Source: an optimization exercise on an open RTL-to-GDS flow (aim: small area and a short achievable clock period). Production flows keep margins and buffers that such runs may drop. RTL that was checked went through simulation tests only; none was proved equivalent to the original. For runs 1 to 4, only the layout was checked, not whether the RTL still works. Power is estimated from default activity; no workload was simulated.

==> design/flow/design.v <==
package wavp_pkg;
    localparam logic [2:0] ST_PARSING    = 3'd0;
    localparam logic [2:0] ST_OK         = 3'd1;
    localparam logic [2:0] ST_NOT_WAVE   = 3'd2;
    localparam logic [2:0] ST_MISSING    = 3'd3;
    localparam logic [2:0] ST_BAD_FORMAT = 3'd4;
    localparam logic [2:0] ST_TRUNCATED  = 3'd5;
    localparam int OUT_BITS = 8 + 3 + 32;
    localparam int OUT_TDATA_W = ((OUT_BITS + 7) / 8) * 8;
endpackage
module wav_riff_header_parser (
    input  logic                             aclk,
    input  logic                             aresetn,
    input  logic                             s_axis_tvalid,
    output logic                             s_axis_tready,
    input  logic [7:0]                       s_axis_tdata,    
    input  logic                             s_axis_tlast,    
    output logic                             m_axis_tvalid,
    input  logic                             m_axis_tready,
    output logic [wavp_pkg::OUT_TDATA_W-1:0] m_axis_tdata,
    output logic                             m_axis_tuser     
);
    localparam logic [2:0] P_HDR  = 3'd0;
    localparam logic [2:0] P_CHDR = 3'd1;
    localparam logic [2:0] P_FMT  = 3'd2;
    localparam logic [2:0] P_DATA = 3'd3;
    localparam logic [2:0] P_SKIP = 3'd4;
    localparam logic [2:0] P_PAD  = 3'd5;
    localparam logic [2:0] P_DONE = 3'd6;
    localparam logic [2:0] P_ERR  = 3'd7;
    logic [2:0]  ph, ph_n;
    logic [5:0]  pos, pos_n, pos_inc;
    logic [31:0] cnt, cnt_n, cnt_dec;
    logic        f1, f1_n;
    logic        f2, f2_n;
    logic        fgood, fgood_n;   
    logic        sfmt, sfmt_n;
    logic        sdata, sdata_n;
    logic        m_valid_reg;
    logic        m_user_reg;
    logic [7:0]  m_byte_reg;
    logic [2:0]  m_stat_reg;
    logic [31:0] m_dlen_reg;
    logic        accept;
    logic        hdr_done;
    logic        chunk_end;
    logic        dload;
    logic        audio;
    logic [31:0] L;
    logic [7:0]  b;
    logic        m_hdr, m_tf, m_td, m_fmt;
    logic [2:0]  verdict;
    logic        v_notwave, v_trunc, v_fin;
    logic        hdr_last, lzero, cnt_one, pos_39;
    assign hdr_last = pos[3] && pos[1:0] == 2'd3;        
    assign lzero    = (L == 32'd0);
    assign cnt_one  = (cnt == 32'd1);
    assign pos_39   = pos[5] && (pos[4] || pos[3] || pos[2:0] == 3'd7);
    assign s_axis_tready = !m_valid_reg || m_axis_tready;
    assign accept        = s_axis_tvalid && s_axis_tready;
    assign b             = s_axis_tdata;
    assign pos_inc       = pos + 6'd1;
    assign cnt_dec       = cnt - 32'd1;
    assign L             = {b, cnt[31:8]};
    always_comb begin
        case ({pos[3], pos[1:0]})
            3'd0:       m_hdr = (b == 8'h52);   
            3'd1:       m_hdr = (b == 8'h49);   
            3'd2, 3'd3: m_hdr = (b == 8'h46);   
            3'd4:       m_hdr = (b == 8'h57);   
            3'd5:       m_hdr = (b == 8'h41);   
            3'd6:       m_hdr = (b == 8'h56);   
            default:    m_hdr = (b == 8'h45);   
        endcase
        case (pos[1:0])
            2'd0:    begin m_tf = (b == 8'h66); m_td = (b == 8'h64); end
            2'd1:    begin m_tf = (b == 8'h6D); m_td = (b == 8'h61); end
            2'd2:    begin m_tf = (b == 8'h74); m_td = (b == 8'h74); end
            default: begin m_tf = (b == 8'h20); m_td = (b == 8'h61); end
        endcase
        case (pos[3:0])
            4'd0:    m_fmt = (b == 8'h01);
            4'd2:    m_fmt = (b == 8'h02);
            4'd4:    m_fmt = (b == 8'h44);
            4'd5:    m_fmt = (b == 8'hAC);
            4'd14:   m_fmt = (b == 8'h10);
            4'd1, 4'd3, 4'd6, 4'd7, 4'd15: m_fmt = (b == 8'h00);
            default: m_fmt = 1'b1;
        endcase
    end
    always_comb begin
        ph_n      = ph;
        pos_n     = pos;
        f1_n      = f1;
        f2_n      = f2;
        fgood_n   = fgood;
        sfmt_n    = sfmt;
        sdata_n   = sdata;
        hdr_done  = 1'b0;
        chunk_end = 1'b0;
        dload     = 1'b0;
        audio     = 1'b0;
        case (ph)
            P_HDR: begin
                f1_n  = (f1 || pos == 6'd0) && (pos[2] || m_hdr);
                pos_n = pos_inc;
                if (hdr_last) begin
                    ph_n  = f1_n ? P_CHDR : P_ERR;
                    pos_n = '0;
                end
            end
            P_CHDR: begin
                if (!pos[2]) begin
                    f1_n = (f1 || pos[1:0] == 2'd0) && m_tf;
                    f2_n = (f2 || pos[1:0] == 2'd0) && m_td;
                end
                pos_n = pos_inc;
                if (pos[2:0] == 3'd7) begin
                    hdr_done = 1'b1;
                end
            end
            P_FMT: begin
                if (f1 && !pos[5] && !pos[4]) begin
                    fgood_n = (fgood || pos[3:0] == 4'd0) && m_fmt;
                end
                if (f1 && pos == 6'd15) begin
                    sfmt_n = 1'b1;
                end
                if (!(pos[5] && (pos[4] || pos[3]))) begin
                    pos_n = pos_inc;
                end
                if (cnt_one) begin
                    chunk_end = 1'b1;
                end
            end
            P_DATA: begin
                audio = 1'b1;
                if (cnt_one) begin
                    chunk_end = 1'b1;
                end
            end
            P_SKIP: begin
                if (cnt_one) begin
                    chunk_end = 1'b1;
                end
            end
            P_PAD: begin
                ph_n  = P_CHDR;
                pos_n = '0;
            end
            default: ;
        endcase
        if (hdr_done) begin
            pos_n = '0;
            f1_n  = |L[31:4];
            f2_n  = L[0];
            if (f1) begin
                ph_n = P_FMT;
            end else if (f2 && !sdata) begin
                sdata_n = 1'b1;
                dload   = 1'b1;
                ph_n    = P_DATA;
            end else begin
                ph_n = P_SKIP;
            end
            if (lzero) begin
                chunk_end = 1'b1;
            end
        end
        if (chunk_end) begin
            if (sfmt_n && sdata_n) begin
                ph_n = P_DONE;
            end else if (f2_n) begin
                ph_n = P_PAD;
            end else begin
                ph_n = P_CHDR;
            end
            pos_n = '0;
        end
        v_notwave = (ph == P_ERR) || (ph == P_HDR && hdr_last && !f1_n);
        v_trunc   = (ph == P_HDR && !hdr_last) ||
                    (ph == P_CHDR && pos[2:0] == 3'd7 && !lzero && (f1 || (f2 && !sdata))) ||
                    (ph == P_FMT && !(cnt_one || (f1 && pos_39))) ||
                    (ph == P_DATA && !cnt_one);
        v_fin     = (ph == P_DONE) ||
                    (ph == P_CHDR && pos[2:0] == 3'd7 && lzero && !f1 && f2 && !sdata && sfmt) ||
                    (ph == P_FMT && sdata && sfmt_n) ||
                    (ph == P_DATA && sfmt);
        if (v_notwave) begin
            verdict = wavp_pkg::ST_NOT_WAVE;
        end else if (v_trunc) begin
            verdict = wavp_pkg::ST_TRUNCATED;
        end else if (v_fin) begin
            verdict = fgood_n ? wavp_pkg::ST_OK : wavp_pkg::ST_BAD_FORMAT;
        end else begin
            verdict = wavp_pkg::ST_MISSING;
        end
    end
    logic take, keep, take_st, keep_st;
    assign take    = accept;
    assign keep    = !accept;
    assign take_st = accept && aresetn && !s_axis_tlast;   
    assign keep_st = aresetn && !accept;
    assign cnt_n = (accept && ph == P_CHDR) ? L : (cnt - {31'd0, accept});
    always_ff @(posedge aclk) begin
        ph    <= ({3{take_st}} & ph_n)  | ({3{keep_st}} & ph);
        pos   <= ({6{take_st}} & pos_n) | ({6{keep_st}} & pos);
        sfmt  <= (take_st & sfmt_n)     | (keep_st & sfmt);
        sdata <= (take_st & sdata_n)    | (keep_st & sdata);
    end
    always_ff @(posedge aclk) begin
        cnt   <= cnt_n;
        f1    <= (take & f1_n)    | (keep & f1);
        f2    <= (take & f2_n)    | (keep & f2);
        fgood <= (take & fgood_n) | (keep & fgood);
    end
    always_ff @(posedge aclk) begin
        if (!aresetn) begin
            m_valid_reg <= 1'b0;
        end else if (accept) begin
            m_valid_reg <= 1'b1;
        end else if (m_axis_tready) begin
            m_valid_reg <= 1'b0;
        end
    end
    logic take_audio, take_last, take_dlen, keep_dlen;
    assign take_audio = accept && audio;
    assign take_last  = accept && s_axis_tlast;
    assign take_dlen  = accept && dload;
    assign keep_dlen  = !accept || sdata;
    always_ff @(posedge aclk) begin
        m_user_reg <= take_audio | (keep & m_user_reg);
        m_byte_reg <= ({8{take_audio}} & b) | ({8{keep}} & m_byte_reg);
        m_stat_reg <= ({3{take_last}} & verdict) | ({3{keep}} & m_stat_reg);
        m_dlen_reg <= ({32{take_dlen}} & L) | ({32{keep_dlen}} & m_dlen_reg);
    end
    assign m_axis_tvalid = m_valid_reg;
    assign m_axis_tdata  = {{(wavp_pkg::OUT_TDATA_W - wavp_pkg::OUT_BITS){1'b0}},
                            m_dlen_reg, m_stat_reg, m_byte_reg};
    assign m_axis_tuser  = m_user_reg;
endmodule
==> design/flow/flow/run.sh <==
#!/bin/bash
set -euo pipefail
bash standard.sh BUFFER_PORTS_ARGS="-buffer_cell sky130_fd_sc_hd__buf_1" finish > standard_flow.log 2>&1
==> design/flow/standard.sh <==
#!/bin/bash
# synth_recipe.tcl (not shown) runs the flow's synth.tcl, then flattens the netlist and writes it again
# the make line also repeats each setting of config.mk as NAME=value (left out here)
make -C /OpenROAD-flow-scripts/flow DESIGN_CONFIG=/design/flow/config.mk WORK_HOME=/design/flow/orfs CLKGATE_MAP_FILE= SYNTH_SCRIPT=/design/flow/synth_recipe.tcl "${@:-finish}"
==> design/flow/config.mk <==
export PLATFORM = sky130hd
export DESIGN_NAME = wav_riff_header_parser
export DESIGN_NICKNAME = wav_riff_header_parser
export VERILOG_FILES = /design/flow/design.v
export SDC_FILE = /design/flow/constraint.sdc
export NUM_CORES = 4
export LEC_CHECK = 0
export CAP_MARGIN = 20
export CORE_MARGIN = 2
export CORE_UTILIZATION = 40
export SETUP_SLACK_MARGIN = 3.6
export SLEW_MARGIN = 20
==> design/flow/constraint.sdc <==
create_clock -name core_clock -period 6.5 [get_ports {aclk}]
set_input_delay 1.3000 -clock core_clock [delete_from_list [all_inputs] [get_ports {aclk}]]
set_output_delay 1.3000 -clock core_clock [all_outputs]
set_load 0.01 [all_outputs]
==> results.tsv, run 1 <==
metric	value	unit
Slew HR	35.96	%
Async SR Flop Fraction	0	%
RSZ-0062 raised after global routing	true	
GRT Resource Usage Total	19.50	%
die extent in x	112.2	µm
max frequency	336.5	MHz
GRT overflow	0	
top_reg_cell synth	dfxtp_1	
Initial Util	41.00	%
ranking of synthesized cells by area	dfxtp_1, a22o_1, nor2_1, xnor2_1, a21oi_1	
port bufs	58	
Pint	1.116	mW
ratio of final minimum period to clock period	45.71	%
Detailed Route WL	12.12	mm
clock skew	0.007535	ns
Setup CP Type	primary input to primary output	
Synth-to-Final Area Change	19.00	%
VDD IR-drop max	0.0001917	V
DIE HEIGHT	112.2	µm
CTS Root Cell	clkbuf_16	
DRT iter0 DRCs	255	
Initial DRT Pass Iterations	5	
fin area	5572	µm²
Worst-Margin Slew	0.9533	ns
Mapped Cells	546	
CTS tree	yes	
Logic pwr share	23.5	%
Hold WC Path Type	flip-flop to flip-flop	
Final setup viols	0	
WL/cell	16.29	µm
clk latency of the worst-skew pair	0.35	ns
dpl cells	713	
Final Wtd Congestion	0.8694	
crit end category	primary output	
crit path max fanout	3	
run status	finished clean	
setup TNS	0	ns
Final Max Slew Viols	0	
initial antenna violation count	0	
P_sw	595.6	µW
Final Hold Fails	0	
Detail Route Antenna Nets	0	
vias in the first global route	3918	
Req. time, crit path	5.20	ns
I/O pin cnt	64	
leakage power	2.122	nW
nature of the critical path startpoint	primary input	
YS warnings	1	
Post-Place Cell Area	5032	µm²
count leader, synth	dfxtp_1	
clock power share	29.2	%
library cells used by synthesis	73	
H-tree depth	3	
first-pass GRT wire length	19.82	mm
non-filler cells, final	744	
Pwr Density	307.2	nW/µm²
largest net degree at the start of global routing	65	
sequential share of power	47.4	%
most frequent cells after synthesis	dfxtp_1, nor2_1, a21oi_1, a22o_1, nand2_1	
routed vias/inst	5.664	
Post-DP HPWL	8.239	mm
Final nets	618	
Sw Ratio	34.80	%
ant diodes	0	
Syn Std Cell Area	4682	µm²
number of synthesized flops with an enable pin	4	
core area	11420	µm²
CTS clock-pin slew for the worst setup and hold paths	0.06	ns
number of cell rows	39	
register area share after synthesis	39.76	%
register bit total from synthesis	91	
mean post-synth cell area	8.575	µm²
TritonCTS Sinks	91	
CTS Buffer Depth	2	
Synth area leader	dfxtp_1	
crit path DAT	1.67	ns
crit path time final	2.971	ns
Yosys top cell area share	37.20	%
share of cells above drive strength 1	13.64	%
Residual DRC	0	
die area	12590	µm²
Max Cap Viol	0	
number of CTS-inserted buffers	9	
via count	4214	
[critical path, stage by stage]
cell and delay (ns):
buf_1 0.07, nand2b_4 0.16, buf_2 0.14
[power by group through the flow]
stage / clock network [mW] / registers (mW) / logic (mW)
6_report: 0.500 / 0.810 / 0.401
5_1_grt: 0.531 / 0.831 / 0.445
4_1_cts: 0.510 / 0.806 / 0.373
3_5_place_dp: 0 / 0.817 / 0.351
3_3_place_gp: 0 / 0.815 / 0.343
2_1_floorplan: 0 / 0.761 / 0.309
[what timing repair did]
action                                  CTS  global route
gates resized for setup                  12            23
pin swaps                                 5            11
cloned                                    1             0
endpoints found under the setup margin   47            22
buffers inserted                         10             4
hold buffers                              0             0
[layer usage]
| layer | global-route usage [%] | share of wire (%) |
|---|---|---|
| met1 | 26.16 | 46 |
| met2 | 31.29 | 47 |
| met3 | 2.538 | 4.6 |
| met4 | 9.187 | 2.3 |
| met5 | 0 | 0 |
[layout make-up]
class / count / area [µm²]
clock inverters: 5 / 35.03
fillers: 1130 / 5847
well taps: 143 / 178.9
flip-flops and latches: 91 / 1866
clock buffers: 11 / 242.7
inverters: 15 / 68.82
multi-input cells: 406 / 2816
repair buffers: 73 / 364.1
[metrics by stage]
stage               utilization (%)  power (mW)  setup slack (ns)  hold slack [ns]
finish                        48.79       1.711             3.529           0.4581
global route                  48.79       1.807             3.459           0.4815
CTS                           47.66       1.689             3.509           0.4569
detailed placement            44.07       1.167             2.808           0.4480
global placement              44.03       1.157             2.553           0.4406
floorplan                         -       1.070             3.373           0.4707
[cells by family after synthesis]
logic type | count (synthesis) | share of synthesized area [%]
AOI/OAI and AO/OA | 153 | 23.04
xor gates and xnor gates | 35 | 6.547
adders and majority gates | 9 | 2.405
buffers and inverters | 54 | 4.783
DFF | 91 | 39.76
muxes | 5 | 1.122
other | 1 | 0.08009
and+or+nand+nor | 198 | 22.26
[final timing paths]
kind | slack, ns | depth (start not counted) | start | to
max | 3.53 | 3 | m_axis_tready | s_axis_tready
min | 0.46 | 2 | m_stat_reg[0] | m_stat_reg[0]
max reg2reg | 3.88 | 7 | pos[3] | ph[2]
min reg2reg | 0.46 | 2 | m_stat_reg[0] | m_stat_reg[0]
[cells in the final DEF (no fill, tap or decap), types with 5 or more instances in the layout]
master	Yosys	layout
clkbuf_16	0	9
a21oi_1	43	43
nor2_1	62	61
nor2b_1	5	5
buf_4	5	11
nand3_1	13	12
xnor2_1	26	26
clkbuf_2	1	5
inv_1	15	14
and3_1	5	5
nor4_1	11	8
xor2_1	9	9
buf_1	3	50
o21ai_0	18	18
a31oi_1	6	6
conb_1	1	5
dfxtp_1	87	84
a22o_1	42	42
nand2b_1	10	8
nor3_2	3	6
nand2_1	35	32
nor3_1	21	16
ha_1	9	5
==> run 2, diff against run 1 <==
--- a/design/flow/config.mk
+++ b/design/flow/config.mk
@@ -9,4 +9,6 @@
 export CORE_MARGIN = 2
 export CORE_UTILIZATION = 40
-export SETUP_SLACK_MARGIN = 3.6
+export CTS_BUF_LIST = sky130_fd_sc_hd__clkbuf_8
+export SETUP_SLACK_MARGIN = 3.75
 export SLEW_MARGIN = 20
+export TNS_END_PERCENT = 2
==> run 2 against run 1 <==
- final area down 4.3%
- total power down 8.5%
- highest routed layer unchanged
- via count down 0.71%
- first-iteration DRC count up 38%
- clock power down 21%
- still clean
- critical path type unchanged
- largest power group unchanged
- setup slack better by 0.00057 ns
==> results.tsv, run 2 <==
metric	value	unit	change
run status	finished clean		
Final setup viols	0		unchanged
commonest non-fill, non-tap cell in the layout	dfxtp_1		
hold slack	0.4823	ns	+0.02419 ns
Initial DRT Pass Iterations	5		unchanged
Async SR Flop Fraction	0	%	unchanged
Final nets	613		-0.81%
register area share after synthesis	39.76	%	unchanged
number of synthesized flops with an enable pin	4		unchanged
Max Cap Viol	0		unchanged
clk latency of the worst-skew pair	0.38	ns	+0.03 ns
H-tree depth	3		unchanged
crit end category	primary output		
Synth area leader	dfxtp_1		
port bufs	58		unchanged
ant diodes	0		unchanged
Power Total	1.567	mW	-8.5%
Final Wtd Congestion	0.8524		-2.0%
Final Max Slew Viols	0		unchanged
DIE HEIGHT	112.2	µm	unchanged
Syn Std Cell Area	4682	µm²	unchanged
DRT iter0 DRCs	352		+38%
setup TNS	0	ns	unchanged
VDD IR-drop max	0.0001966	V	+2.6%
GRT Max-Usage Layer	met2		
Yosys top cell area share	37.20	%	unchanged
most frequent cells in the layout	dfxtp_1, nor2_1, buf_1, a21oi_1, a22o_1		
WL/cell	16.19	µm	-0.63%
ratio of final minimum period to clock period	45.71	%	about the same
GRT overflow	0		unchanged
Post-Place Cell Area	5012	µm²	-0.40%
CTS clock-pin slew for the worst setup and hold paths	0.08	ns	+0.02 ns
DP Worst Slack	2.835	ns	+0.02651 ns
most frequent cells after synthesis	dfxtp_1, nor2_1, a21oi_1, a22o_1, nand2_1		
GRT met3 Usage	4.644	%	+2.1 points
I/O pin cnt	64		unchanged
die area	12590	µm²	unchanged
Residual DRC	0		unchanged
clock skew	0.01265	ns	+0.005111 ns
number of CTS-inserted buffers	9		unchanged
via count	4184		-0.71%
PnR worst setup slack	3.529	ns	+0.0005700 ns
library cells used by synthesis	73		unchanged
crit path max fanout	3		unchanged
mean post-synth cell area	8.575	µm²	unchanged
non-filler cells, final	739		-0.67%
Mapped Cells	546		unchanged
TritonCTS Sinks	91		unchanged
share of cells above drive strength 1	9.732	%	-3.9 points
GRT met2 Usage	30.48	%	-0.80 points
RSZ-0062 raised after global routing	true		
register bit total from synthesis	91		unchanged
CTS tree	yes		
Synth-to-Final Area Change	13.90	%	
filler instances	1137		+0.62%
first-pass GRT wire length	19.34	mm	-2.4%
Final Hold Fails	0		unchanged
YS warnings	1		unchanged
GRT Resource Usage Total	18.94	%	-0.56 points
initial antenna violation count	0		unchanged
Initial Util	41.00	%	unchanged
ranking of synthesized cells by area	dfxtp_1, a22o_1, nor2_1, xnor2_1, a21oi_1		
crit path DAT	1.67	ns	about the same
routed vias/inst	5.662		about the same
largest net degree at the start of global routing	65		unchanged
GR Layer Usage met1	25.32	%	-0.84 points
CTS Root Cell	clkbuf_8		
fin area	5333	µm²	-4.3%
nature of the critical path startpoint	primary input		
max frequency	336.6	MHz	about the same
dpl cells	714		+0.14%
Post-DP HPWL	8.344	mm	+1.3%
number of cell rows	39		unchanged
Pwr Density	293.8	nW/µm²	-4.4%
leakage power	2.021	nW	-4.7%
Req. time, crit path	5.20	ns	about the same
core area	11420	µm²	unchanged
count leader, synth	dfxtp_1		
Detail Route Antenna Nets	0		unchanged
final core occ	46.70	%	-2.1 points
Hold WC Path Type	flip-flop to flip-flop		
Slew HR	39.77	%	+3.8 points
die extent in x	112.2	µm	unchanged
top_reg_cell synth	dfxtp_1		
Worst-Margin Slew	0.8965	ns	-0.05680 ns
Setup CP Type	primary input to primary output		
crit path time final	2.971	ns	-0.0005700 ns
Detailed Route WL	11.96	mm	-1.3%
CTS Buffer Depth	2		unchanged
CTS Hold Buffers Added	0		unchanged
vias in the first global route	3783		-3.4%
## run 2: cell types whose count changed in the layout (fill, tap and decap cells not counted), sizes merged
| cell | change |
|---|---|
| buf | +1 |
| clkbuf | -7 |
| nor2 | -1 |
| clkinv | +1 |
| bufinv | +1 |
## run 2: path summary, 6_finish.rpt
kind,start,to,slack (ns),depth (start not counted)
hold reg to reg,m_stat_reg[2],m_stat_reg[2],0.48,1
hold / removal,m_stat_reg[2],m_stat_reg[2],0.48,1
setup / recovery,m_axis_tready,s_axis_tready,3.53,3
setup reg to reg,pos[1],m_stat_reg[2],3.72,8
## run 2: logic make-up after synthesis
family                   after synthesis  synth area share, %
AO/OA/AOI/OAI                        153                23.04
XOR/XNOR                              35                6.547
adder cells (fa/ha/maj)                9                2.405
buffers and inverters                 54                4.783
flip-flops                            91                39.76
multiplexers                           5                1.122
other                                  1              0.08009
AND/OR/NAND/NOR                      198                22.26
## run 2: critical path, cell delays in order
cell and delay, ns:
buf_1 0.08, nand2b_4 0.17, buf_6 0.13
## run 2: power breakdown
part / switching, mW / internal (mW) / total [mW]
Clock: 0.215 / 0.181 / 0.397
Combinational: 0.193 / 0.171 / 0.364
Sequential: 0.152 / 0.654 / 0.806
## run 2: area by class of cell
cell class                      count  area, µm²  area share [%]
Clock buffer                        9      123.9           2.323
Inverter                           15      68.82           1.290
Multi-Input combinational cell    405       2716           50.94
Timing Repair Buffer               69      307.8           5.772
Tap cell                          143      178.9           3.355
Sequential cell                    91       1863           34.94
Clock inverter                      7      73.82           1.384
## run 2: what timing repair did
| action | in CTS | in global routing |
|---|---|---|
| buffers inserted | 3 | 6 |
| pin swaps | 2 | 2 |
| hold endpoints to repair | 0 | 0 |
| endpoints found under the setup margin | 57 | 58 |
| resized for setup | 9 | 4 |
## run 2: metal layers
layer,part of all wire (%),vias to the layer above
li1,-,2065
met2,47,125
met4,1.3,0
met1,47,1982
met5,0,-
met3,4.8,12
==> run 3, diff against run 2 <==
--- a/design/flow/design.v
+++ b/design/flow/design.v
@@ -31,5 +31,5 @@
     logic [2:0]  ph, ph_n;
     logic [5:0]  pos, pos_n, pos_inc;
-    logic [31:0] cnt, cnt_n, cnt_dec;
+    logic [31:0] cnt, cnt_n, tgl;
     logic        f1, f1_n;
     logic        f2, f2_n;
@@ -61,5 +61,15 @@
     assign b             = s_axis_tdata;
     assign pos_inc       = pos + 6'd1;
-    assign cnt_dec       = cnt - 32'd1;
+    logic all_lower;
+    always_comb begin
+        all_lower = 1'b1;
+        for (int k = 0; k < 8; k++) begin
+            tgl[4*k] = accept && all_lower;
+            for (int j = 1; j < 4; j++) begin
+                tgl[4*k+j] = tgl[4*k+j-1] && !cnt[4*k+j-1];
+            end
+            all_lower = all_lower && (cnt[4*k +: 4] == 4'd0);
+        end
+    end
     assign L             = {b, cnt[31:8]};
     always_comb begin
@@ -202,5 +212,5 @@
     assign take_st = accept && aresetn && !s_axis_tlast;   
     assign keep_st = aresetn && !accept;
-    assign cnt_n = (accept && ph == P_CHDR) ? L : (cnt - {31'd0, accept});
+    assign cnt_n = (accept && ph == P_CHDR) ? L : (cnt ^ tgl);
     always_ff @(posedge aclk) begin
         ph    <= ({3{take_st}} & ph_n)  | ({3{keep_st}} & ph);
--- a/design/flow/config.mk
+++ b/design/flow/config.mk
@@ -10,5 +10,5 @@
 export CORE_UTILIZATION = 40
 export CTS_BUF_LIST = sky130_fd_sc_hd__clkbuf_8
-export SETUP_SLACK_MARGIN = 3.75
+export SETUP_SLACK_MARGIN = 3.65
 export SLEW_MARGIN = 20
-export TNS_END_PERCENT = 2
+export TNS_END_PERCENT = 5
==> run 3 against run 2 <==
- critical path type unchanged
- still clean
- combinational power is 67% lower
- register-to-register slack hardly changed
- area after synthesis is 1.1% higher
- clock skew is 0.0044 ns lower
- sequential cell count stayed put
- largest power group unchanged
- global-route usage is 0.35 points lower
- highest routed layer unchanged
==> results.tsv, run 3 <==
metric	value	unit	change
Worst R2R Start	pos[0]		
YS warnings	1		unchanged
Mapped Cells	539		-1.3%
ratio of final minimum period to clock period	45.41	%	-0.30 points
DRT iter0 DRCs	284		-19%
RSZ-0062 raised after global routing	true		
hold path start	m_stat_reg[0]		
Syn Std Cell Area	4732	µm²	+1.1%
Synth area leader	dfxtp_1		
leakage power	2.274	nW	+12%
Initial DRT Pass Iterations	5		unchanged
crit path max fanout	3		unchanged
Final nets	623		+1.6%
CTS tree	yes		
Residual DRC	0		unchanged
hold path depth	2		+1
Req. time, crit path	5.20	ns	about the same
TritonCTS Sinks	91		unchanged
clock skew	0.008198	ns	-0.004448 ns
vias in the first global route	3834		+1.3%
CTS Buffer Depth	2		unchanged
GRT overflow	0		unchanged
WL/cell	16.28	µm	+0.60%
Setup CP Type	primary input to primary output		
max frequency	338.8	MHz	+0.66%
I/O pin cnt	64		unchanged
nature of the critical path startpoint	primary input		
Max Cap Viol	0		unchanged
r2r worst-path depth	7		-1
number of synthesized flops with an enable pin	4		unchanged
Post-DP HPWL	8.490	mm	+1.8%
register area share after synthesis	39.34	%	-0.42 points
Async SR Flop Fraction	0	%	unchanged
core area	11470	µm²	+0.43%
clk latency of the worst-skew pair	0.37	ns	about the same
routed vias/inst	5.675		+0.24%
filler instances	1147		+0.88%
hold worst-path end	m_stat_reg[0]		
crit end category	primary output		
post-synthesis mux area share	1.111	%	-0.012 points
Initial Util	41.27	%	+0.26 points
Final Max Slew Viols	0		unchanged
commonest non-fill, non-tap cell in the layout	dfxtp_1		
die extent in x	112.8	µm	+0.51%
die area	12720	µm²	+1.0%
VDD IR-drop max	0.0001539	V	-22%
first-pass GRT wire length	19.06	mm	-1.5%
Worst-Margin Slew	0.8950	ns	-0.001539 ns
crit path DAT	1.65	ns	-0.02 ns
Synth-to-Final Area Change	12.56	%	
GRT Resource Usage Total	18.59	%	-0.35 points
via count	4126		-1.4%
Final setup viols	0		unchanged
run status	finished clean		
DIE HEIGHT	112.8	µm	+0.51%
H-tree depth	3		unchanged
R2R setup slack	3.72	ns	about the same
reg2reg end	m_dlen_reg[0]		
Hold WC Path Type	flip-flop to flip-flop		
Final Hold Fails	0		unchanged
ranking of synthesized cells by area	dfxtp_1, a22o_1, ha_1, nor2_1, a21oi_1		
share of cells above drive strength 1	9.932	%	+0.20 points
top_reg_cell synth	dfxtp_1		
CTS clock-pin slew for the worst setup and hold paths	0.09	ns	about the same
Final Wtd Congestion	0.8681		+1.8%
largest net degree at the start of global routing	65		unchanged
Yosys top cell area share	36.81	%	-0.39 points
Detail Route Antenna Nets	0		unchanged
mean post-synth cell area	8.779	µm²	+2.4%
Slew HR	40.25	%	+0.48 points
register bit total from synthesis	91		unchanged
Synth Area in Simple Gates	17.53	%	-4.7 points
adder-cell share of the synthesized area	7.932	%	+5.5 points
largest family of logic cells by synthesized area	compound AO/OA/AOI/OAI gates		
Pwr Density	219.6	nW/µm²	-25%
compound-gate portion of the synthesized area	24.43	%	+1.4 points
library cells used by synthesis	73		unchanged
number of cell rows	39		unchanged
most frequent cells after synthesis	dfxtp_1, nor2_1, a22o_1, a21oi_1, inv_1		
ant diodes	0		unchanged
count leader, synth	dfxtp_1		
final core occ	46.45	%	-0.25 points
area share of xor/xnor cells in the synthesized design	2.221	%	-4.3 points
setup TNS	0	ns	unchanged
crit path time final	2.951	ns	-0.01952 ns
most frequent cells in the layout	dfxtp_1, nor2_1, buf_1, a22o_1, a21oi_1		
port bufs	58		unchanged
number of CTS-inserted buffers	9		unchanged
Power Total	1.170	mW	-25%
Detailed Route WL	11.84	mm	-1.0%
initial antenna violation count	0		unchanged
CTS Root Cell	clkbuf_8		
run 3: changes by cell type after synthesis, sizes merged, moves of 12 or more:
cell	change
ha	+21
xnor2	-15
inv	+25
nor3	-12
run 3: what timing repair did:
action                                  CTS  global route
gates resized for setup                   6             5
endpoints found under the setup margin   39            33
pin swaps                                 0             2
hold buffers                              0             0
buffers inserted                          0             6
run 3: logic make-up (layout without fill, tap and decap cells):
logic type / Yosys count / after routing
buffers and inverters: 79 / 120
DFF: 91 / 91
muxes: 5 / 5
and+or+nand+nor: 158 / 158
adders and majority gates: 30 / 30
xor gates and xnor gates: 12 / 12
other: 1 / 5
AOI/OAI and AO/OA: 163 / 163
run 3: metrics by stage:
stage	setup slack (ns)	instances	instance area [µm²]	hold slack (ns)
floorplan	3.643	543	4812	0.4799
global placement	2.791	706	5024	0.4577
detailed placement	2.602	706	5024	0.4621
CTS	3.543	721	5264	0.4778
global route	3.490	727	5326	0.4927
finish	3.549	727	5326	0.4723
run 3: cell type report:
type	instances	area (µm²)	share of cell area (%)
multi-input cells	373	2623	49.24
flip-flops and latches	91	1862	34.95
repair buffers	65	282.8	5.309
well taps	143	178.9	3.359
inverters	40	157.7	2.960
clock buffers	10	137.6	2.584
clock inverters	5	85.08	1.597
run 3: power by group:
part           switching (mW)  total (mW)  internal, mW
clock                   0.203       0.432         0.228
sequential             0.0242       0.619         0.595
combinational          0.0711       0.119        0.0482
total                   0.299        1.17         0.871
run 3: layer usage:
layer  wire length [µm]  share of wire [%]  vias up  GRT usage, %
met4                245                2.1        0         6.667
met5                  0                  0        -             0
met3                567                4.8       18         4.392
li1                   -                  -     2025             -
met2               5518                 47      105         29.50
met1               5506                 47     1978         24.85
run 3: critical path, stage by stage:
cell and delay, ns:
buf_1 0.08, nand2b_4 0.15, buf_6 0.12
run 3: worst max path at each step:
stage	start	slack (ns)	depth (start not counted)	to
finish	m_axis_tready	3.55	3	s_axis_tready
global route	s_axis_tdata[3]	3.49	9	m_stat_reg[0]
CTS	m_axis_tready	3.54	3	s_axis_tready
detailed placement	m_axis_tready	2.60	8	m_dlen_reg[13]
global placement	m_axis_tready	2.79	8	m_dlen_reg[5]
floorplan	m_axis_tready	3.64	13	cnt[27]
==> run 4, diff against run 3 <==
--- a/design/flow/design.v
+++ b/design/flow/design.v
@@ -31,5 +31,6 @@
     logic [2:0]  ph, ph_n;
     logic [5:0]  pos, pos_n, pos_inc;
-    logic [31:0] cnt, cnt_n, tgl;
+    logic        pos_clr;
+    logic [31:0] cnt, cnt_n, borrow;
     logic        f1, f1_n;
     logic        f2, f2_n;
@@ -61,13 +62,8 @@
     assign b             = s_axis_tdata;
     assign pos_inc       = pos + 6'd1;
-    logic all_lower;
     always_comb begin
-        all_lower = 1'b1;
-        for (int k = 0; k < 8; k++) begin
-            tgl[4*k] = accept && all_lower;
-            for (int j = 1; j < 4; j++) begin
-                tgl[4*k+j] = tgl[4*k+j-1] && !cnt[4*k+j-1];
-            end
-            all_lower = all_lower && (cnt[4*k +: 4] == 4'd0);
+        borrow[0] = 1'b1;
+        for (int i = 1; i < 32; i++) begin
+            borrow[i] = borrow[i-1] && !cnt[i-1];
         end
     end
@@ -101,5 +97,5 @@
     always_comb begin
         ph_n      = ph;
-        pos_n     = pos;
+        pos_clr   = 1'b0;
         f1_n      = f1;
         f2_n      = f2;
@@ -114,8 +110,7 @@
             P_HDR: begin
                 f1_n  = (f1 || pos == 6'd0) && (pos[2] || m_hdr);
-                pos_n = pos_inc;
                 if (hdr_last) begin
                     ph_n  = f1_n ? P_CHDR : P_ERR;
-                    pos_n = '0;
+                    pos_clr = 1'b1;
                 end
             end
@@ -125,5 +120,4 @@
                     f2_n = (f2 || pos[1:0] == 2'd0) && m_td;
                 end
-                pos_n = pos_inc;
                 if (pos[2:0] == 3'd7) begin
                     hdr_done = 1'b1;
@@ -136,7 +130,4 @@
                 if (f1 && pos == 6'd15) begin
                     sfmt_n = 1'b1;
-                end
-                if (!(pos[5] && (pos[4] || pos[3]))) begin
-                    pos_n = pos_inc;
                 end
                 if (cnt_one) begin
@@ -157,10 +148,10 @@
             P_PAD: begin
                 ph_n  = P_CHDR;
-                pos_n = '0;
+                pos_clr = 1'b1;
             end
             default: ;
         endcase
         if (hdr_done) begin
-            pos_n = '0;
+            pos_clr = 1'b1;
             f1_n  = |L[31:4];
             f2_n  = L[0];
@@ -186,5 +177,5 @@
                 ph_n = P_CHDR;
             end
-            pos_n = '0;
+            pos_clr = 1'b1;
         end
         v_notwave = (ph == P_ERR) || (ph == P_HDR && hdr_last && !f1_n);
@@ -207,4 +198,5 @@
         end
     end
+    assign pos_n = pos_clr ? 6'd0 : (pos[5] && (pos[4] || pos[3])) ? pos : pos_inc;
     logic take, keep, take_st, keep_st;
     assign take    = accept;
@@ -212,5 +204,5 @@
     assign take_st = accept && aresetn && !s_axis_tlast;   
     assign keep_st = aresetn && !accept;
-    assign cnt_n = (accept && ph == P_CHDR) ? L : (cnt ^ tgl);
+    assign cnt_n = (accept && ph == P_CHDR) ? L : (cnt ^ ({32{accept}} & borrow));
     always_ff @(posedge aclk) begin
         ph    <= ({3{take_st}} & ph_n)  | ({3{keep_st}} & ph);
--- a/design/flow/config.mk
+++ b/design/flow/config.mk
@@ -10,5 +10,5 @@
 export CORE_UTILIZATION = 40
 export CTS_BUF_LIST = sky130_fd_sc_hd__clkbuf_8
-export SETUP_SLACK_MARGIN = 3.65
+export SETUP_SLACK_MARGIN = 3.75
 export SLEW_MARGIN = 20
-export TNS_END_PERCENT = 5
+export TNS_END_PERCENT = 2
==> run 4 against run 3 <==
- core utilization up 1.4 points
- non-clock buffer count up 3
- sequential share of layout area down 1.1 points
- cell count up 7.6%
- area after synthesis up 0.71%
- register-to-register slack worse by 0.07 ns
- die area up 0.69%
- critical path type is now primary input to flip-flop
==> results.tsv, run 4 <==
metric	value	unit	change
Hold WC Path Type	flip-flop to flip-flop		
die area	12800	µm²	+0.69%
clk latency of the worst-skew pair	0.36	ns	about the same
Initial Util	41.38	%	+0.12 points
Async SR Flop Fraction	0	%	unchanged
GRT met2 Usage	28.38	%	-1.1 points
number of cell rows	39		unchanged
Logic pwr share	17.1	%	+6.9 points
mean post-synth cell area	7.864	µm²	-10%
hold slack	0.4374	ns	-0.03490 ns
Yosys top cell area share	36.55	%	-0.26 points
ratio of final minimum period to clock period	45.56	%	+0.15 points
GRT Max-Usage Layer	met2		
ant diodes	0		unchanged
Req. time, crit path	6.77	ns	+1.57 ns
RSZ-0062 raised after global routing	true		
P_sw	433.1	µW	+45%
Final Max Slew Viols	0		unchanged
number of synthesized flops with an enable pin	4		unchanged
port bufs	58		unchanged
H-tree depth	3		unchanged
Synth area leader	dfxtp_1		
number of CTS-inserted buffers	9		unchanged
leakage power	2.067	nW	-9.1%
share of cells above drive strength 1	13.15	%	+3.2 points
run status	finished clean		
register bit total from synthesis	91		unchanged
GRT overflow	0		unchanged
Final Wtd Congestion	0.8353		-3.8%
Slew HR	43.20	%	+3.0 points
Setup CP Type	primary input to flip-flop		
vias in the first global route	3837		+0.078%
Post-Place Cell Area	5051	µm²	+0.55%
WL/cell	15.74	µm	-3.3%
nature of the critical path startpoint	primary input		
count leader, synth	nand2_1		
largest net degree at the start of global routing	65		unchanged
Power Total	1.393	mW	+19%
CTS Root Cell	clkbuf_8		
VDD IR-drop max	0.00009786	V	-36%
Sw Ratio	31.08	%	+5.5 points
fin area	5507	µm²	+3.4%
clock power share	30.4	%	-6.5 points
crit path max fanout	10		+7
Detail Route Antenna Nets	0		unchanged
core area	11520	µm²	+0.43%
I/O pin cnt	64		unchanged
GRT met3 Usage	4.499	%	+0.11 points
clock skew	0.009394	ns	+0.001196 ns
Mapped Cells	606		+12%
commonest non-fill, non-tap cell in the layout	nand2_1		
Residual DRC	0		unchanged
TritonCTS Sinks	91		unchanged
routed vias/inst	5.614		-1.1%
Detailed Route WL	12.31	mm	+4.0%
GRT Resource Usage Total	19.14	%	+0.55 points
CTS tree	yes		
initial antenna violation count	0		unchanged
register area share after synthesis	39.07	%	-0.28 points
library cells used by synthesis	65		-11%
most frequent cells in the layout	nand2_1, dfxtp_1, nor2_1, buf_1, a21oi_1		
sequential share of power	52.5	%	-0.4 points
GR Layer Usage met1	28.16	%	+3.3 points
DIE HEIGHT	113.2	µm	+0.35%
Max Cap Viol	0		unchanged
first-pass GRT wire length	19.88	mm	+4.3%
Final Hold Fails	0		unchanged
max frequency	337.7	MHz	-0.34%
YS warnings	1		unchanged
top_reg_cell synth	dfxtp_1		
CTS Buffer Depth	2		unchanged
DRT iter0 DRCs	414		+46%
crit end category	flip-flop		
ranking of synthesized cells by area	dfxtp_1, nand2_1, a21oi_1, nor2_1, nand3_1		
Pint	960.4	µW	+10%
Pwr Density	253.1	nW/µm²	+15%
Worst-Margin Slew	0.8508	ns	-0.04419 ns
most frequent cells after synthesis	nand2_1, dfxtp_1, nor2_1, a21oi_1, clkbuf_1		
die extent in x	113.2	µm	+0.35%
CTS clock-pin slew for the worst setup and hold paths	0.09	ns	about the same
Initial DRT Pass Iterations	23		+18
crit path time final	2.961	ns	+0.009970 ns
crit path DAT	3.23	ns	+1.58 ns
Post-DP HPWL	8.529	mm	+0.46%
setup TNS	0	ns	unchanged
Final nets	654		+5.0%
Syn Std Cell Area	4766	µm²	+0.71%
Synth-to-Final Area Change	15.54	%	
via count	4390		+6.4%
Final setup viols	0		unchanged
-- run 4: cell count changes in the layout (fill, tap and decap cells not counted), sizes merged, moves of 6 or more --
cell and delta:
nand2 +65, a22o -40, inv -26, nand3 +25, ha -24, nor3b +8, xor2 +7, or3 +6
-- run 4: final timing paths --
path	from	endpoint	slack, ns	depth (start not counted)
worst max-delay path	s_axis_tdata[4]	m_stat_reg[0]	3.54	7
worst min register to register	m_dlen_reg[19]	m_dlen_reg[19]	0.44	2
worst min-delay path	m_dlen_reg[19]	m_dlen_reg[19]	0.44	2
worst max register to register	pos[1]	m_stat_reg[0]	3.65	9
-- run 4: layout make-up --
type / instances / area (µm²)
fill: 1135 / 6010
multi-input combinational: 450 / 2860
sequential: 91 / 1864
timing repair buffer: 68 / 327.8
tap: 143 / 178.9
clock buffer: 9 / 123.9
clock inverter: 6 / 91.34
inverter: 15 / 60.06
-- run 4: what timing repair did --
| item | CTS | global route |
|---|---|---|
| endpoints found under the setup margin | 87 | 81 |
| gates cloned | 0 | 0 |
| resized for setup | 27 | 12 |
| pin swaps | 7 | 0 |
| setup buffers | 4 | 5 |
| hold buffers | 0 | 0 |
-- run 4: cells by family (layout without fill, tap and decap cells) --
| logic type | count (synthesis) | in the layout | synth area share, % |
|---|---|---|---|
| AOI/OAI and AO/OA | 134 | 134 | 18.64 |
| xor gates and xnor gates | 24 | 24 | 4.411 |
| adders and majority gates | 6 | 6 | 1.575 |
| buffers and inverters | 69 | 98 | 5.854 |
| DFF | 91 | 91 | 39.07 |
| muxes | 6 | 6 | 1.313 |
| other | 1 | 5 | 0.07869 |
| and+or+nand+nor | 275 | 275 | 29.06 |
-- run 4: power by group through the flow --
stage | registers [mW] | logic, mW | clock network [mW]
final | 0.731 | 0.238 | 0.424
after global routing | 0.747 | 0.263 | 0.465
after CTS | 0.730 | 0.231 | 0.438
after detailed placement | 0.742 | 0.224 | 0
after global placement | 0.743 | 0.220 | 0
after floorplan | 0.702 | 0.201 | 0
-- run 4: metal layers --
metal / share of wire (%) / vias to the layer above
met5: 0 / -
met4: 0.86 / 0
met3: 5.8 / 7
met2: 44 / 123
met1: 50 / 2065
li1: - / 2195
-- run 4: metrics by stage --
step | setup slack [ns] | instances | utilization, %
3_5_place_dp | 2.554 | 758 | 43.86
3_3_place_gp | 2.621 | 758 | 43.86
4_1_cts | 3.557 | 777 | 46.77
5_1_grt | 3.504 | 782 | 47.82
6_report | 3.539 | 782 | 47.82
2_1_floorplan | 3.364 | 610 | -
-- run 4: worst max-delay path: stages --
cell and delay (ns):
buf_4 0.16, or2_2 0.38, or3_4 0.42, a221o_1 0.28
a41oi_2 0.30, nor3b_2 0.09, o41ai_2 0.31
==> run 5, diff against run 4 <==
--- a/design/flow/design.v
+++ b/design/flow/design.v
@@ -31,5 +31,4 @@
     logic [2:0]  ph, ph_n;
     logic [5:0]  pos, pos_n, pos_inc;
-    logic        pos_clr;
     logic [31:0] cnt, cnt_n, borrow;
     logic        f1, f1_n;
@@ -97,5 +96,5 @@
     always_comb begin
         ph_n      = ph;
-        pos_clr   = 1'b0;
+        pos_n     = pos;
         f1_n      = f1;
         f2_n      = f2;
@@ -110,7 +109,8 @@
             P_HDR: begin
                 f1_n  = (f1 || pos == 6'd0) && (pos[2] || m_hdr);
+                pos_n = pos_inc;
                 if (hdr_last) begin
                     ph_n  = f1_n ? P_CHDR : P_ERR;
-                    pos_clr = 1'b1;
+                    pos_n = '0;
                 end
             end
@@ -120,4 +120,5 @@
                     f2_n = (f2 || pos[1:0] == 2'd0) && m_td;
                 end
+                pos_n = pos_inc;
                 if (pos[2:0] == 3'd7) begin
                     hdr_done = 1'b1;
@@ -130,4 +131,7 @@
                 if (f1 && pos == 6'd15) begin
                     sfmt_n = 1'b1;
+                end
+                if (!(pos[5] && (pos[4] || pos[3]))) begin
+                    pos_n = pos_inc;
                 end
                 if (cnt_one) begin
@@ -148,10 +152,10 @@
             P_PAD: begin
                 ph_n  = P_CHDR;
-                pos_clr = 1'b1;
+                pos_n = '0;
             end
             default: ;
         endcase
         if (hdr_done) begin
-            pos_clr = 1'b1;
+            pos_n = '0;
             f1_n  = |L[31:4];
             f2_n  = L[0];
@@ -177,5 +181,5 @@
                 ph_n = P_CHDR;
             end
-            pos_clr = 1'b1;
+            pos_n = '0;
         end
         v_notwave = (ph == P_ERR) || (ph == P_HDR && hdr_last && !f1_n);
@@ -198,5 +202,4 @@
         end
     end
-    assign pos_n = pos_clr ? 6'd0 : (pos[5] && (pos[4] || pos[3])) ? pos : pos_inc;
     logic take, keep, take_st, keep_st;
     assign take    = accept;
==> design/flow/flow/run.sh (replaced) <==
#!/bin/bash
set -euo pipefail
RES=$PWD/orfs/results/$FLOW_PLATFORM/wav_riff_header_parser/base
bash standard.sh "$RES/1_2_yosys.v" > synth_standard.log 2>&1
cp "$RES/1_2_yosys.v" "$RES/1_2_yosys_standard.v"
python3 flow/tready.py "$RES/1_2_yosys_standard.v" "$RES/1_2_yosys.v" > tready.log 2>&1
bash standard.sh BUFFER_PORTS_ARGS="-buffer_cell sky130_fd_sc_hd__buf_1" finish > standard_flow.log 2>&1
==> design/flow/flow/tready.py (new file) <==
#!/usr/bin/env python3
"""Give s_axis_tready a driver of its own in a mapped netlist.

s_axis_tready = m_axis_tready | !m_axis_tvalid is a path from an input port
straight to an output port.  After mapping, its gate also drives the logic
that accepts a byte, which slows the port path.  This moves every existing
use of the net onto an internal net and drives the port from a new nand2b
gate (Y = A_N | !B) fed by the two ports.
usage: tready.py IN.v OUT.v
"""
import re
import sys

src = open(sys.argv[1]).read()
OUTS = {"X", "Y", "Q", "Q_N", "COUT", "SUM", "HI", "LO"}
n_drv = 0

def fix_cell(m):
    global n_drv
    body = m.group(0)
    def pin(p):
        global n_drv
        if p.group(1) in OUTS:
            n_drv += 1
        return ".%s(tready_int)" % p.group(1)
    return re.sub(r"\.(\w+)\(s_axis_tready\)", pin, body)

head, sep, rest = src.partition("  wire s_axis_tready;\n")
assert sep, "no s_axis_tready wire"
rest = re.sub(r"  sky130_fd_sc_hd__\w+ \S+ \(.*?\);\n", fix_cell, rest, flags=re.S)
assert n_drv == 1, "expected exactly one driver of s_axis_tready, found %d" % n_drv
cell = ("  sky130_fd_sc_hd__nand2b_1 tready_port (\n"
        "    .A_N(m_axis_tready),\n    .B(m_axis_tvalid),\n    .Y(s_axis_tready)\n  );\n")
i = rest.rindex("endmodule")
out = head + sep + "  wire tready_int;\n" + rest[:i] + cell + rest[i:]
open(sys.argv[2], "w").write(out)
==> run 5 against run 4 <==
- core utilization is 1.6 points lower
- area after synthesis hardly changed
- highest routed layer unchanged
- total power down 1.6%
- first-iteration DRC count is 31% lower
- setup slack better by 0.022 ns
- still clean
- non-clock buffer count shrank 7
==> results.tsv, run 5 <==
metric	value	unit	change
run status	finished clean		
Post-DP HPWL	8.627	mm	+1.1%
Final Wtd Congestion	0.9449		+13%
Setup CP Type	primary input to primary output		
max frequency	340.2	MHz	+0.76%
Worst-Margin Slew	1.045	ns	+0.1940 ns
Slowest-stage cell, CP	nand2b_1		
GRT Resource Usage Total	20.07	%	+0.92 points
reg2reg end	ph[2]		
Top delay family on crit path	buffers and inverters		
commonest non-fill, non-tap cell in the layout	dfxtp_1		
R2R setup slack	3.68	ns	+0.03 ns
Hold WC Path Type	flip-flop to flip-flop		
H-tree depth	3		unchanged
ant diodes	0		unchanged
leakage power	1.908	nW	-7.7%
number of CTS-inserted buffers	9		unchanged
Storage cell area	1862	µm²	-0.13%
CTS clock-pin slew for the worst setup and hold paths	0.08	ns	about the same
DRT iter0 DRCs	287		-31%
Detail Route Antenna Nets	0		unchanged
Final Max Slew Viols	0		unchanged
Mapped Cells	551		-9.1%
Slew HR	29.81	%	-13 points
Worst R2R Start	pos[2]		
ratio of final minimum period to clock period	45.22	%	-0.34 points
Syn Std Cell Area	4765	µm²	about the same
Initial DRT Pass Iterations	16		-30%
multi-input logic area	2764	µm²	-3.4%
nature of the critical path startpoint	primary input		
Final setup viols	0		unchanged
RSZ-0062 raised after global routing	true		
mean post-synth cell area	8.647	µm²	+10%
VDD IR-drop max	0.0001697	V	+73%
die extent in x	113.1	µm	about the same
r2r worst-path depth	7		-2
Detailed Route WL	12.75	mm	+3.5%
CP max stage delay	0.14	ns	-0.28 ns
DP Worst Slack	2.695	ns	+0.1415 ns
YS warnings	1		unchanged
Cell Chain, Critical Path	buf_1, nand2b_1, clkbuf_2		
PnR worst setup slack	3.561	ns	+0.02230 ns
filler instances	1162		+2.4%
largest net degree at the start of global routing	65		unchanged
setup TNS	0	ns	unchanged
GRT overflow	0		unchanged
clock skew	0.01719	ns	+0.007796 ns
WL/cell	17.39	µm	+10%
Initial Util	41.37	%	about the same
via count	4306		-1.9%
initial antenna violation count	0		unchanged
clk latency of the worst-skew pair	0.38	ns	+0.02 ns
Final Hold Fails	0		unchanged
Req. time, crit path	5.20	ns	-1.57 ns
Levels on crit path	3		-4
I/O pin cnt	64		unchanged
CTS Hold Buffers Added	0		unchanged
Max Cap Viol	0		unchanged
WP buf/inv	2		+1
CTS Root Cell	clkbuf_8		
crit path DAT	1.64	ns	-1.59 ns
core area	11520	µm²	unchanged
number of cell rows	39		unchanged
Synth-to-Final Area Change	11.69	%	
vias in the first global route	3960		+3.2%
Residual DRC	0		unchanged
crit path from	m_axis_tready		
routed vias/inst	5.874		+4.6%
Final nets	604		-7.6%
Post-Place Cell Area	5022	µm²	-0.57%
DIE HEIGHT	113.1	µm	about the same
crit path max fanout	2		-8
crit end category	primary output		
first-pass GRT wire length	20.75	mm	+4.4%
Pwr Density	257.7	nW/µm²	+1.9%
most frequent cells in the layout	dfxtp_1, nor2_1, buf_1, a22o_1, a21oi_1		
TritonCTS Sinks	91		unchanged
CTS Buffer Depth	2		unchanged
Setup crit end	s_axis_tready		
crit path time final	2.939	ns	-0.02230 ns
fin area	5321	µm²	-3.4%
die area	12800	µm²	about the same
port bufs	58		unchanged
CTS tree	yes		
share of cells above drive strength 1	10.51	%	-2.6 points
[run 5: area by class of cell]
class / instances / share of cell area (%)
Tap cell: 143 / 3.362
Clock buffer: 11 / 2.845
Clock inverter: 5 / 1.011
Sequential cell: 91 / 34.99
Timing Repair Buffer: 61 / 4.656
Multi-Input combinational cell: 406 / 51.94
Inverter: 16 / 1.199
[run 5: power breakdown]
| group | leakage, nW | switching (mW) | internal, mW |
|---|---|---|---|
| registers | 0.749 | 0.0938 | 0.625 |
| clock network | 0.108 | 0.208 | 0.197 |
| logic | 1.05 | 0.139 | 0.108 |
| total | 1.91 | 0.442 | 0.930 |
[run 5: worst min-delay path: cells and delay by family, from the launching register on]
| kind | cells | cell delay, ns |
|---|---|---|
| compound gates | 1 | 0.06 |
| flops | 1 | 0.33 |
| simple gates | 1 | 0.05 |
[run 5: through the flow]
step | power [mW] | instances | hold slack, ns | util (%)
4_1_cts | 1.381 | 732 | 0.4856 | 45.59
2_1_floorplan | 0.9028 | 555 | 0.4658 | -
3_5_place_dp | 0.9730 | 716 | 0.4656 | 43.61
5_1_grt | 1.438 | 733 | 0.4999 | 46.21
6_report | 1.372 | 733 | 0.4728 | 46.21
3_3_place_gp | 0.9661 | 716 | 0.4488 | 43.61
[run 5: timing repair]
action | CTS | global route
pin swaps | 0 | 1
setup buffers | 0 | 1
gates resized for setup | 6 | 14
endpoints found under the setup margin | 82 | 86
[run 5: worst min path at each step]
stage / cells after the start / from / endpoint / slack, ns
final: 2 / m_stat_reg[0] / m_stat_reg[0] / 0.47
after global routing: 1 / m_stat_reg[1] / m_stat_reg[1] / 0.50
after CTS: 2 / m_stat_reg[0] / m_stat_reg[0] / 0.49
after detailed placement: 1 / m_byte_reg[2] / m_byte_reg[2] / 0.47
after global placement: 2 / m_stat_reg[0] / m_stat_reg[0] / 0.45
after floorplan: 1 / cnt[23] / m_dlen_reg[15] / 0.47
[run 5: metal layers]
metal	global-route usage [%]	vias up	share of wire, %
li1	-	2098	-
met1	26.80	2073	47
met2	32.34	116	47
met3	2.785	19	4.0
met4	9.024	0	2.3
met5	0	-	0

[re-timing with driven ports]
The results above use ideal ports. As a check the final layouts listed here were re-extracted and re-timed, cells and wires unchanged.
Step 1 assumes that a clkbuf_16 drives the clock port and a buf_2 every other input.
Step 2 adds t to the input delays and takes it off the output delays; t is the mean of the earliest and latest rising clock arrival at the registers after step 1. Input paths then give back, and output paths get back, about the clock's delay inside the block.
Slacks: ideal / step 1 / step 2; pairs: ideal / step 1.
| run | shift t [ns] | setup WS [ns] | hold WS [ns] | worst register clock-pin slew, ns |
|---|---|---|---|---|
| run 1 | 0.389 | 3.529 / 3.507 / 3.281 | 0.458 / 0.458 / 0.458 | 0.07 / 0.07 |
| run 2 | 0.409 | 3.529 / 3.508 / 3.247 | 0.482 / 0.482 / 0.482 | 0.10 / 0.10 |
| run 3 | 0.395 | 3.549 / 3.528 / 3.213 | 0.472 / 0.472 / 0.472 | 0.09 / 0.09 |
| run 4 | 0.392 | 3.539 / 3.535 / 3.160 | 0.437 / 0.437 / 0.437 | 0.09 / 0.09 |
| run 5 | 0.412 | 3.561 / 3.538 / 3.313 | 0.473 / 0.473 / 0.473 | 0.10 / 0.10 |
After both steps every run listed still meets setup and hold. The setup slack of run 4, which loses most, moves by -0.004 ns with the drivers and by -0.379 ns with both steps.
